This design comes from an exercise in tuning for small area, a short achievable clock period and few clock cycles on the open sky130 flow, not from production work.
RTL that was checked went through simulation tests only; none was proved equivalent to the original.
No activity file was given, so power comes from the tool's default toggle rates.

==> inputs of delta <==
Design ucode_core, start of the top module:
module ucode_core (
    input  logic                          clk,
    input  logic                          rst,
    input  logic                          in_valid,
    output logic                          in_ready,
    input  logic [ucode_pkg::INSTR_W-1:0] in_instr,
    output logic                          wb_valid,
    input  logic                          wb_ready,
    output logic [ucode_pkg::REG_AW-1:0]  wb_reg,
    output logic [ucode_pkg::DATA_W-1:0]  wb_data
);
    logic [6:0]  in_op;
    logic        dec_mov, dec_sub, dec_muli, dec_real;
    assign in_op = in_instr[31:25];
    always_comb begin
        dec_mov  = 1'b0;
        dec_sub  = 1'b0;
        dec_muli = 1'b0;
        dec_real = 1'b0;
        case (in_op)
            ucode_pkg::OP_MOV: begin
                dec_real = 1'b1;
                dec_mov  = 1'b1;
            end
            ucode_pkg::OP_ADD: dec_real = 1'b1;
            ucode_pkg::OP_SUB: begin
                dec_real = 1'b1;
                dec_sub  = 1'b1;
            end
            ucode_pkg::OP_MULI: begin
                dec_real = 1'b1;
                if (in_instr[15:0] == 16'h0) begin
  ...
==> module ucode_core, before the edit <==
module ucode_core (
    input  logic                          clk,
    input  logic                          rst,
    input  logic                          in_valid,
    output logic                          in_ready,
    input  logic [ucode_pkg::INSTR_W-1:0] in_instr,
    output logic                          wb_valid,
    input  logic                          wb_ready,
    output logic [ucode_pkg::REG_AW-1:0]  wb_reg,
    output logic [ucode_pkg::DATA_W-1:0]  wb_data
);
    logic [6:0]  in_op;
    logic        dec_mov, dec_sub, dec_muli, dec_real;
    assign in_op = in_instr[31:25];
    always_comb begin
        dec_mov  = 1'b0;
        dec_sub  = 1'b0;
        dec_muli = 1'b0;
        dec_real = 1'b0;
        case (in_op)
            ucode_pkg::OP_MOV: begin
                dec_real = 1'b1;
                dec_mov  = 1'b1;
            end
            ucode_pkg::OP_ADD: dec_real = 1'b1;
            ucode_pkg::OP_SUB: begin
                dec_real = 1'b1;
                dec_sub  = 1'b1;
            end
            ucode_pkg::OP_MULI: begin
                dec_real = 1'b1;
                if (in_instr[15:0] == 16'h0) begin
                    dec_mov  = 1'b1;                     
                end else begin
                    dec_muli = 1'b1;                     
                end
            end
            default: dec_real = 1'b0;                    
        endcase
    end
    logic        skv;
    logic        sk_mov, sk_sub, sk_muli;
    logic [24:0] sk_w;
    logic        irv;
    logic        ir_mov, ir_sub, ir_muli;
    logic [24:0] ir_w;                                   
    logic        ir_ph;                                  
    logic [3:0]  ir_rd, ir_ra, ir_rb;
    assign ir_rd = ir_w[24:21];
    assign ir_ra = ir_w[20:17];                          
    assign ir_rb = ir_w[16:13];                          
    logic        take;
    logic        ir_free;
    logic        d_issue;
    logic        d_last;
    logic        e_fire;
    assign in_ready = !skv;
    assign take     = in_valid && !skv;
    logic        ev;
    logic [3:0]  e_rd;
    logic [31:0] e_a, e_b;
    logic        e_sub;
    assign e_fire  = ev && (!wb_valid || wb_ready);
    assign d_issue = irv && (!ev || e_fire);
    assign d_last  = !ir_muli || (ir_ph && ir_w[15:0] == 16'd1);
    assign ir_free = !irv || (d_issue && d_last);
    always_ff @(posedge clk or posedge rst) begin
        if (rst) begin
            skv   <= 1'b0;
            irv   <= 1'b0;
            ir_ph <= 1'b0;
        end else begin
            if (ir_free) begin
                ir_ph <= 1'b0;
                if (skv) begin
                    irv <= 1'b1;
                    skv <= 1'b0;
                end else begin
                    irv <= take && dec_real;
                end
            end else begin
                if (take && dec_real) skv <= 1'b1;
                if (d_issue) ir_ph <= 1'b1;
            end
        end
    end
    always_ff @(posedge clk) begin
        if (!skv && !ir_free) begin
            sk_mov  <= dec_mov;
            sk_sub  <= dec_sub;
            sk_muli <= dec_muli;
            sk_w    <= in_instr[24:0];
        end
        if (ir_free) begin
            if (skv) begin
                ir_mov  <= sk_mov;
                ir_sub  <= sk_sub;
                ir_muli <= sk_muli;
                ir_w    <= sk_w;
            end else begin
                ir_mov  <= dec_mov;
                ir_sub  <= dec_sub;
                ir_muli <= dec_muli;
                ir_w    <= in_instr[24:0];
            end
        end else if (d_issue && ir_ph) begin
            ir_w[15:0] <= ir_w[15:0] - 16'd1;            
        end
    end
    logic [31:0] rf [16];
    logic [15:0] rv;                                     
    logic [31:0] rd_a, rd_b;
    logic        u_mov;
    logic        fw_a, fw_b;                             
    logic [31:0] e_res;
    logic [31:0] nx_a, nx_b;
    always_comb begin
        rd_a = '0;
        rd_b = '0;
        for (int i = 0; i < 16; i++) begin
            rd_a = rd_a | (rf[i] & {32{rv[i] && ir_ra == 4'(i)}});
            rd_b = rd_b | (rf[i] & {32{rv[i] && ir_rb == 4'(i)}});
        end
    end
    assign u_mov = ir_mov || (ir_muli && !ir_ph);
    assign fw_a  = ev && e_rd == ir_ra;                  
    assign fw_b  = ir_muli || (ev && e_rd == ir_rb);
    assign nx_a  = u_mov ? (ir_muli ? 32'h0 : {16'h0, ir_w[15:0]}) : (fw_a ? e_res : rd_a);
    assign nx_b  = u_mov ? 32'h0 : ((fw_b ? e_res : rd_b) ^ {32{ir_sub}});
    always_ff @(posedge clk or posedge rst) begin
        if (rst) begin
            ev       <= 1'b0;
            rv       <= '0;
            wb_valid <= 1'b0;
        end else begin
            if (d_issue) begin
                ev <= 1'b1;
            end else if (e_fire) begin
                ev <= 1'b0;
            end
            if (wb_ready) begin
                wb_valid <= 1'b0;
            end
            if (e_fire) begin
                rv[e_rd] <= 1'b1;
                wb_valid <= 1'b1;
            end
        end
    end
    always_ff @(posedge clk) begin
        if (d_issue) begin
            e_rd  <= ir_rd;
            e_sub <= ir_sub && !u_mov;
            e_a   <= nx_a;
            e_b   <= nx_b;                               
        end
    end
    logic [31:0] pg_g, pg_p;
    logic [31:0] gg [6];
    logic [31:0] pp [6];
    logic [32:0] cy;
    assign pg_g = e_a & e_b;
    assign pg_p = e_a ^ e_b;
    always_comb begin
        gg[0] = pg_g;
        pp[0] = pg_p;
        gg[0][0] = pg_g[0] | (pg_p[0] & e_sub);          
        for (int l = 0; l < 5; l++) begin
            gg[l+1] = gg[l];
            pp[l+1] = pp[l];
            for (int i = 0; i < 32; i++) begin
                if ((i >> l) & 1) begin
                    gg[l+1][i] = gg[l][i] | (pp[l][i] & gg[l][((i >> l) << l) - 1]);
                    pp[l+1][i] = pp[l][i] & pp[l][((i >> l) << l) - 1];
                end
            end
        end
        cy[0] = e_sub;
        for (int i = 0; i < 32; i++) cy[i+1] = gg[5][i];
    end
    assign e_res = pg_p ^ cy[31:0];
    always_ff @(posedge clk) begin
        if (e_fire) begin
            rf[e_rd] <= e_res;
            wb_reg   <= e_rd;
            wb_data  <= e_res;
        end
    end
endmodule
Settings: LEC_CHECK=0, CAP_MARGIN=20, CORE_MARGIN=2, CORE_UTILIZATION=55, CTS_CLUSTER_DIAMETER=70, CTS_CLUSTER_SIZE=28, SLEW_MARGIN=20; clock period 8.5 ns.
standard.sh (not shown) runs the stock make flow with config.mk's settings and CLKGATE_MAP_FILE= SYNTH_SCRIPT=/design/flow/synth_recipe.tcl, a recipe that flattens the netlist after the stock synthesis.
==> flow/flow/run.sh <==
#!/bin/bash
# Standard ORFS layout; repair_timing aims for extra setup slack
set -euo pipefail
bash standard.sh finish SETUP_SLACK_MARGIN=5.4 > standard.log 2>&1
==> inputs of amber, as changes to delta <==
--- a/flow/design.v
+++ b/flow/design.v
@@ -45,12 +45,18 @@
 );
     logic [6:0]  in_op;
     logic        dec_mov, dec_sub, dec_muli, dec_real;
+    logic [3:0]  dec_rd, dec_ra, dec_rb;
+    logic [15:0] dec_imm;
     assign in_op = in_instr[31:25];
     always_comb begin
         dec_mov  = 1'b0;
         dec_sub  = 1'b0;
         dec_muli = 1'b0;
         dec_real = 1'b0;
+        dec_rd   = in_instr[24:21];
+        dec_ra   = in_instr[20:17];
+        dec_rb   = in_instr[16:13];
+        dec_imm  = in_instr[15:0];
         case (in_op)
             ucode_pkg::OP_MOV: begin
                 dec_real = 1'b1;
@@ -64,9 +70,11 @@
             ucode_pkg::OP_MULI: begin
                 dec_real = 1'b1;
                 if (in_instr[15:0] == 16'h0) begin
-                    dec_mov  = 1'b1;                     
+                    dec_mov = 1'b1;                      
                 end else begin
                     dec_muli = 1'b1;                     
+                    dec_ra   = in_instr[24:21];
+                    dec_rb   = in_instr[20:17];
                 end
             end
             default: dec_real = 1'b0;                    
@@ -74,15 +82,13 @@
     end
     logic        skv;
     logic        sk_mov, sk_sub, sk_muli;
-    logic [24:0] sk_w;
+    logic [3:0]  sk_rd, sk_ra, sk_rb;
+    logic [15:0] sk_imm;
     logic        irv;
     logic        ir_mov, ir_sub, ir_muli;
-    logic [24:0] ir_w;                                   
+    logic [3:0]  ir_rd, ir_ra, ir_rb;
+    logic [15:0] ir_imm;                                 
     logic        ir_ph;                                  
-    logic [3:0]  ir_rd, ir_ra, ir_rb;
-    assign ir_rd = ir_w[24:21];
-    assign ir_ra = ir_w[20:17];                          
-    assign ir_rb = ir_w[16:13];                          
     logic        take;
     logic        ir_free;
     logic        d_issue;
@@ -93,10 +99,11 @@
     logic        ev;
     logic [3:0]  e_rd;
     logic [31:0] e_a, e_b;
+    logic        e_fa, e_fb;                             
     logic        e_sub;
     assign e_fire  = ev && (!wb_valid || wb_ready);
     assign d_issue = irv && (!ev || e_fire);
-    assign d_last  = !ir_muli || (ir_ph && ir_w[15:0] == 16'd1);
+    assign d_last  = !ir_muli || (ir_ph && ir_imm == 16'd1);
     assign ir_free = !irv || (d_issue && d_last);
     always_ff @(posedge clk or posedge rst) begin
         if (rst) begin
@@ -123,44 +130,42 @@
             sk_mov  <= dec_mov;
             sk_sub  <= dec_sub;
             sk_muli <= dec_muli;
-            sk_w    <= in_instr[24:0];
+            sk_rd   <= dec_rd;
+            sk_ra   <= dec_ra;
+            sk_rb   <= dec_rb;
+            sk_imm  <= dec_imm;
         end
         if (ir_free) begin
             if (skv) begin
                 ir_mov  <= sk_mov;
                 ir_sub  <= sk_sub;
                 ir_muli <= sk_muli;
-                ir_w    <= sk_w;
+                ir_rd   <= sk_rd;
+                ir_ra   <= sk_ra;
+                ir_rb   <= sk_rb;
+                ir_imm  <= sk_imm;
             end else begin
                 ir_mov  <= dec_mov;
                 ir_sub  <= dec_sub;
                 ir_muli <= dec_muli;
-                ir_w    <= in_instr[24:0];
+                ir_rd   <= dec_rd;
+                ir_ra   <= dec_ra;
+                ir_rb   <= dec_rb;
+                ir_imm  <= dec_imm;
             end
         end else if (d_issue && ir_ph) begin
-            ir_w[15:0] <= ir_w[15:0] - 16'd1;            
+            ir_imm <= ir_imm - 16'd1;                    
         end
     end
     logic [31:0] rf [16];
     logic [15:0] rv;                                     
     logic [31:0] rd_a, rd_b;
     logic        u_mov;
-    logic        fw_a, fw_b;                             
     logic [31:0] e_res;
-    logic [31:0] nx_a, nx_b;
-    always_comb begin
-        rd_a = '0;
-        rd_b = '0;
-        for (int i = 0; i < 16; i++) begin
-            rd_a = rd_a | (rf[i] & {32{rv[i] && ir_ra == 4'(i)}});
-            rd_b = rd_b | (rf[i] & {32{rv[i] && ir_rb == 4'(i)}});
-        end
-    end
+    logic [31:0] op_a, op_b;
+    assign rd_a  = rv[ir_ra] ? rf[ir_ra] : 32'h0;
+    assign rd_b  = rv[ir_rb] ? rf[ir_rb] : 32'h0;
     assign u_mov = ir_mov || (ir_muli && !ir_ph);
-    assign fw_a  = ev && e_rd == ir_ra;                  
-    assign fw_b  = ir_muli || (ev && e_rd == ir_rb);
-    assign nx_a  = u_mov ? (ir_muli ? 32'h0 : {16'h0, ir_w[15:0]}) : (fw_a ? e_res : rd_a);
-    assign nx_b  = u_mov ? 32'h0 : ((fw_b ? e_res : rd_b) ^ {32{ir_sub}});
     always_ff @(posedge clk or posedge rst) begin
         if (rst) begin
             ev       <= 1'b0;
@@ -184,35 +189,16 @@
     always_ff @(posedge clk) begin
         if (d_issue) begin
             e_rd  <= ir_rd;
-            e_sub <= ir_sub && !u_mov;
-            e_a   <= nx_a;
-            e_b   <= nx_b;                               
-        end
-    end
-    logic [31:0] pg_g, pg_p;
-    logic [31:0] gg [6];
-    logic [31:0] pp [6];
-    logic [32:0] cy;
-    assign pg_g = e_a & e_b;
-    assign pg_p = e_a ^ e_b;
-    always_comb begin
-        gg[0] = pg_g;
-        pp[0] = pg_p;
-        gg[0][0] = pg_g[0] | (pg_p[0] & e_sub);          
-        for (int l = 0; l < 5; l++) begin
-            gg[l+1] = gg[l];
-            pp[l+1] = pp[l];
-            for (int i = 0; i < 32; i++) begin
-                if ((i >> l) & 1) begin
-                    gg[l+1][i] = gg[l][i] | (pp[l][i] & gg[l][((i >> l) << l) - 1]);
-                    pp[l+1][i] = pp[l][i] & pp[l][((i >> l) << l) - 1];
-                end
-            end
-        end
-        cy[0] = e_sub;
-        for (int i = 0; i < 32; i++) cy[i+1] = gg[5][i];
-    end
-    assign e_res = pg_p ^ cy[31:0];
+            e_sub <= ir_sub;
+            e_a   <= u_mov ? (ir_muli ? 32'h0 : {16'h0, ir_imm}) : rd_a;
+            e_b   <= u_mov ? 32'h0 : rd_b;
+            e_fa  <= !u_mov && ev && e_rd == ir_ra;
+            e_fb  <= !u_mov && ev && e_rd == ir_rb;
+        end
+    end
+    assign op_a  = e_fa ? wb_data : e_a;
+    assign op_b  = e_fb ? wb_data : e_b;
+    assign e_res = e_sub ? op_a - op_b : op_a + op_b;
     always_ff @(posedge clk) begin
         if (e_fire) begin
             rf[e_rd] <= e_res;
==> flow/run.sh (new file) <==
#!/bin/bash
# synth_recipe.tcl (not shown) runs the flow's synth.tcl, then flattens the netlist and writes it again
# the make line also repeats each setting of config.mk as NAME=value (left out here)
make -C /OpenROAD-flow-scripts/flow DESIGN_CONFIG=/design/flow/config.mk WORK_HOME=/design/flow/orfs CLKGATE_MAP_FILE= SYNTH_SCRIPT=/design/flow/synth_recipe.tcl finish
- CORE_UTILIZATION: 55 -> 65
- CTS_CLUSTER_DIAMETER: 70 -> unset
- CTS_CLUSTER_SIZE: 28 -> unset
- SETUP_SLACK_MARGIN: unset -> 5
removed: flow/flow/run.sh
removed: flow/standard.sh
==> inputs of fjord, as changes to delta <==
--- a/flow/design.v
+++ b/flow/design.v
@@ -63,11 +63,7 @@
             end
             ucode_pkg::OP_MULI: begin
                 dec_real = 1'b1;
-                if (in_instr[15:0] == 16'h0) begin
-                    dec_mov  = 1'b1;                     
-                end else begin
-                    dec_muli = 1'b1;                     
-                end
+                dec_muli = 1'b1;                         
             end
             default: dec_real = 1'b0;                    
         endcase
@@ -95,8 +91,8 @@
     logic [31:0] e_a, e_b;
     logic        e_sub;
     assign e_fire  = ev && (!wb_valid || wb_ready);
-    assign d_issue = irv && (!ev || e_fire);
-    assign d_last  = !ir_muli || (ir_ph && ir_w[15:0] == 16'd1);
+    assign d_issue = irv && (!ev || e_fire) && !(ir_sub && ev && e_rd == ir_w[16:13]);
+    assign d_last  = !ir_muli || (ir_ph ? ir_w[15:0] == 16'd1 : ir_w[15:0] == 16'd0);
     assign ir_free = !irv || (d_issue && d_last);
     always_ff @(posedge clk or posedge rst) begin
         if (rst) begin
@@ -152,15 +148,15 @@
         rd_a = '0;
         rd_b = '0;
         for (int i = 0; i < 16; i++) begin
-            rd_a = rd_a | (rf[i] & {32{rv[i] && ir_ra == 4'(i)}});
-            rd_b = rd_b | (rf[i] & {32{rv[i] && ir_rb == 4'(i)}});
+            rd_a = rd_a | (rf[i] & {32{rv[i] && ir_ra == 4'(i) && !fw_a && !u_mov}});
+            rd_b = rd_b | (rf[i] & {32{rv[i] && ir_rb == 4'(i) && !fw_b && !u_mov}});
         end
     end
     assign u_mov = ir_mov || (ir_muli && !ir_ph);
-    assign fw_a  = ev && e_rd == ir_ra;                  
-    assign fw_b  = ir_muli || (ev && e_rd == ir_rb);
-    assign nx_a  = u_mov ? (ir_muli ? 32'h0 : {16'h0, ir_w[15:0]}) : (fw_a ? e_res : rd_a);
-    assign nx_b  = u_mov ? 32'h0 : ((fw_b ? e_res : rd_b) ^ {32{ir_sub}});
+    assign fw_a  = !u_mov && ev && e_rd == ir_ra;        
+    assign fw_b  = !u_mov && (ir_muli || (ev && e_rd == ir_rb));
+    assign nx_a  = fw_a ? e_res : (rd_a | {16'h0, ir_w[15:0] & {16{ir_mov}}});
+    assign nx_b  = fw_b ? e_res : (rd_b ^ {32{ir_sub}});
     always_ff @(posedge clk or posedge rst) begin
         if (rst) begin
             ev       <= 1'b0;
@@ -192,13 +188,12 @@
     logic [31:0] pg_g, pg_p;
     logic [31:0] gg [6];
     logic [31:0] pp [6];
-    logic [32:0] cy;
+    logic [31:0] cy0, cy1;                               
     assign pg_g = e_a & e_b;
     assign pg_p = e_a ^ e_b;
     always_comb begin
         gg[0] = pg_g;
         pp[0] = pg_p;
-        gg[0][0] = pg_g[0] | (pg_p[0] & e_sub);          
         for (int l = 0; l < 5; l++) begin
             gg[l+1] = gg[l];
             pp[l+1] = pp[l];
@@ -209,10 +204,10 @@
                 end
             end
         end
-        cy[0] = e_sub;
-        for (int i = 0; i < 32; i++) cy[i+1] = gg[5][i];
-    end
-    assign e_res = pg_p ^ cy[31:0];
+    end
+    assign cy0   = {gg[5][30:0], 1'b0};
+    assign cy1   = cy0 | {pp[5][30:0], 1'b1};
+    assign e_res = e_sub ? (pg_p ^ cy1) : (pg_p ^ cy0);
     always_ff @(posedge clk) begin
         if (e_fire) begin
             rf[e_rd] <= e_res;
==> flow/flow/run.sh (replaced) <==
#!/bin/bash
# Standard ORFS layout; repair_timing aims for extra setup slack
set -euo pipefail
bash standard.sh finish SETUP_SLACK_MARGIN=5.6 > standard.log 2>&1
- CTS_CLUSTER_DIAMETER: 70 -> unset
- CTS_CLUSTER_SIZE: 28 -> unset
==> results.txt <==
item                                                          delta       fjord       amber
Result of the run                          timing/DRC/antenna clean  timing/DRC/antenna clean  timing/DRC/antenna clean
R2r worst-path depth                                             10          11          19
Power consumed by the clock network                         2.26 mW     3.08 mW     3.15 mW
Met2 Track Usage GR                                           57.9%       62.4%       55.8%
Post-route core utilization                                   64.5%       74.0%       79.4%
Final clock-cell share                                        3.88%       5.32%       5.55%
Number of DRC markers in iteration 0                           4646        5189        3093
DIE WIDTH                                                    240 um      242 um      234 um
Clock network power share                                     36.6%       16.8%       39.5%
Compound-gate portion of the synthesized area                 17.0%       16.5%       4.14%
Antenna violations before repair                                  1           5           4
Flop and latch count out of synthesis                           694         694         706
Antenna Diode Count                                               1           5           0
Area after DPL                                           32700 um^2  33000 um^2  36400 um^2
Die Y-Extent                                                 240 um      242 um      234 um
Setup slack, reg-to-reg                                     5.36 ns     5.26 ns     3.93 ns
Data-path buffer share of cell area in the final layout       6.15%       13.0%       7.39%
Clock period minus final worst setup slack                  3.14 ns     3.24 ns     4.57 ns
Buffers outside the clock class                                 216         486         246
Final worst setup slack                                     5.36 ns     5.26 ns     3.93 ns
Adder-Cell Fraction of Synth Area                             1.85%       1.61%       1.48%
Share of layout cells above drive strength 1                  15.7%       35.4%       39.5%
Arrival time of the worst setup path                        3.47 ns     3.62 ns     4.94 ns
Crit path depth                                                  10          11          19
Sequential cell count                                           694         694         706
All-layer global routing usage                                39.0%       42.9%       37.4%
Testbench counts of delta, summed over its fixed seeds: cycles 8,520.
Testbench counts of amber, summed over its fixed seeds: cycles 8,520.
For fjord, only the layout was checked, not whether the RTL still works.

-- separate check: timing with driven ports --
The results above use ideal ports. As a check the final layouts listed here were re-extracted and re-timed, cells and wires unchanged.
Step 1 (the two cells are an assumption about what drives the block):
set clk [get_ports {clk}]
set_driving_cell -lib_cell sky130_fd_sc_hd__clkbuf_16 $clk
set_driving_cell -lib_cell sky130_fd_sc_hd__buf_2 [delete_from_list [all_inputs] $clk]
Step 2 times the ports against the registers' clock, not the clock port: input delays grow and output delays shrink by t, the midpoint of the rising clock arrivals with the driver on.
a / b / c = no drivers / after step 1 / after step 2; a / b = the first two.
run	shift t [ns]	setup WS [ns]	clock arrival spread, ns	worst register clock-pin slew, ns	worst slew at a driven data input, ns
delta	0.672	5.364 / 5.354 / 4.725	0.022 / 0.022	0.11 / 0.11	0.05
amber	0.691	3.932 / 3.932 / 3.932	0.036 / 0.037	0.08 / 0.08	0.04
fjord	0.699	5.257 / 5.257 / 4.958	0.042 / 0.042	0.07 / 0.07	0.03
After both steps every run listed still meets setup and hold. For delta, which loses most, drivers alone change the setup slack by -0.010 ns; drivers and shift together by -0.639 ns.
